This is an optimization exercise on Yosys and OpenROAD, whose aim is small area, not a production implementation.
In this exercise RTL edits were held to simulation tests only and were not proved equivalent to the original.
Power figures rest on the tool's default switching activity, not on a simulated workload.

Design pipe_reg_file, start of the top module:
module pipe_reg_file #(
    parameter int unsigned DATA_W   = 32'd32,
    parameter int unsigned ADDR_W   = 32'd5,
    parameter int unsigned NUM_RD   = 32'd2,
    parameter int unsigned ZERO_REG = 32'd1
) (
    input  logic                       clock,
    input  logic                       reset,
    input  logic [NUM_RD*ADDR_W-1:0]   rd_addr,
    output logic [NUM_RD*DATA_W-1:0]   rd_data,
    output logic [NUM_RD-1:0]          rd_busy,
    input  logic                       wr_enable,
    input  logic [ADDR_W-1:0]          wr_addr,
    input  logic [DATA_W-1:0]          wr_data,
    input  logic                       issue_valid,
    input  logic [ADDR_W-1:0]          issue_addr,
    output logic [ADDR_W:0]            busy_count
);
For scale: roughly 1000 flip-flops, ~130 I/O pins, about 40000 µm² of cells after synthesis.
==> flow/config.mk <==
export PLATFORM = sky130hd
export DESIGN_NAME = pipe_reg_file
export DESIGN_NICKNAME = pipe_reg_file
export VERILOG_FILES = /design/flow/design.v
export SDC_FILE = /design/flow/constraint.sdc
export NUM_CORES = 4
export LEC_CHECK = 0
export CAP_MARGIN = 0
export CORE_MARGIN = 2
export CORE_UTILIZATION = 45
export CTS_BUF_LIST = sky130_fd_sc_hd__clkbuf_16
export CTS_CLUSTER_DIAMETER = 80
export CTS_CLUSTER_SIZE = 28
export SLEW_MARGIN = 0
export SYNTH_HIERARCHICAL = 1
export SYNTH_MINIMUM_KEEP_SIZE = 0
==> flow/constraint.sdc <==
create_clock -name core_clock -period 8.0 [get_ports {clock}]
set_input_delay 1.6000 -clock core_clock [delete_from_list [all_inputs] [get_ports {clock}]]
set_output_delay 1.6000 -clock core_clock [all_outputs]
set_load 0.01 [all_outputs]
standard.sh (not shown) runs the stock make flow with config.mk's settings and CLKGATE_MAP_FILE= SYNTH_SCRIPT=/design/flow/synth_recipe.tcl, a recipe that flattens the netlist after the stock synthesis.
==> flow/flow/run.sh <==
#!/bin/bash
set -e
export BUFFER_PORTS_ARGS="-buffer_cell sky130_fd_sc_hd__buf_1"
export CTS_ARGS="-sink_clustering_enable -repair_clock_nets -sink_clustering_size 40 -sink_clustering_max_diameter 60 -buf_list sky130_fd_sc_hd__clkbuf_16 -dont_use_dummy_load"
bash standard.sh > standard.log 2>&1
Rerun with:
==> flow/flow/run.sh (replaced) <==
#!/bin/bash
set -e
export BUFFER_PORTS_ARGS="-buffer_cell sky130_fd_sc_hd__buf_1"
bash standard.sh > standard.log 2>&1
After rerunning: The new run produced a clean layout; final cell count is about the same; global-route usage drops by 0.24 points; first-iteration DRC count barely changes; routed wire length drops slightly; total power drops by a few percent.

* * *

== job 5232 ==
pipe_reg_file, a different RTL version from the one above (not shown whole).
Size in the first run: ~1,100 flip-flops, about 130 I/O pins, ~0.041 mm² of cells after synthesis.
make LEC_CHECK=0 CAP_MARGIN=0 CORE_MARGIN=2 CORE_UTILIZATION=45 CTS_BUF_LIST=sky130_fd_sc_hd__clkbuf_8 CTS_CLUSTER_DIAMETER=60 CTS_CLUSTER_SIZE=14 SLEW_MARGIN=0 SYNTH_HIERARCHICAL=1 SYNTH_MINIMUM_KEEP_SIZE=0 finish   # period 8.0 ns
run.sh (not shown) runs the stock make flow with config.mk's settings and CLKGATE_MAP_FILE= SYNTH_SCRIPT=/design/flow/synth_recipe.tcl, a recipe that flattens the netlist after the stock synthesis.
Stock flow here: none of the scripts above is used.
Job 5232 completed every stage of the flow, and the final layout passed the timing, design-rule and antenna checks.
For job 6332, these inputs were changed with respect to job 5232:
- CTS_CLUSTER_SIZE now 28, was 14
- GPL_TIMING_DRIVEN now 0, previously not set
- CTS_CLUSTER_DIAMETER now 80, was 60
- CTS_BUF_LIST now sky130_fd_sc_hd__clkbuf_16, was sky130_fd_sc_hd__clkbuf_8
==> comparison <==
| job 6332 | all stages done | FAIL | max-capacitance violations, max-slew violations, negative setup slack |. Job 5232 has lower half-perimeter wire length after detailed placement than job 6332. As far as post-synthesis cell count goes, job 6332 and job 5232 are indistinguishable; the numbers are identical. Against job 5232, maximum operating frequency in job 6332 came out worse. Compared to job 5232, job 6332 has count of buffers not belonging to the clock network in the layout 52 lower. The global-route total usage across every layer reported for job 6332 is smaller than that of job 5232 by 0.29 points. Any difference in part of the power in combinational logic between job 6332 and job 5232 is small enough to ignore. On wire length, job 6332 and job 5232 are neck and neck.

what the ideal ports hide:
Ports are ideal in the flow. The routed layouts listed here were re-timed in OpenROAD. Step 1: set_driving_cell puts a clkbuf_16 on clock and a buf_2 on each other input, an assumption about the parent block. Step 2 times the ports against the registers' clock, not the clock port: input delays grow and output delays shrink by t, the midpoint of the rising clock arrivals with the driver on. a / b / c = ideal / step 1 / step 2; a / b = the first two.
run | shift t [ns] | slack for setup (ns) | worst setup path after step 2 | clock arrival spread, ns | worst register clock-pin slew, ns
the first run of note 1 | 0.719 | 1.265 / 1.237 / 1.237 | input to output | 0.090 / 0.090 | 0.11 / 0.11
the second run of note 1 | 0.733 | 1.223 / 1.195 / 1.195 | input to output | 0.040 / 0.040 | 0.12 / 0.12
job 5232 | 0.841 | 0.734 / 0.706 / 0.706 | input to output | 0.043 / 0.042 | 0.10 / 0.10
job 6332 | 0.740 | -0.107 / -0.130 / -0.130 | input to output | 0.058 / 0.058 | 0.11 / 0.11
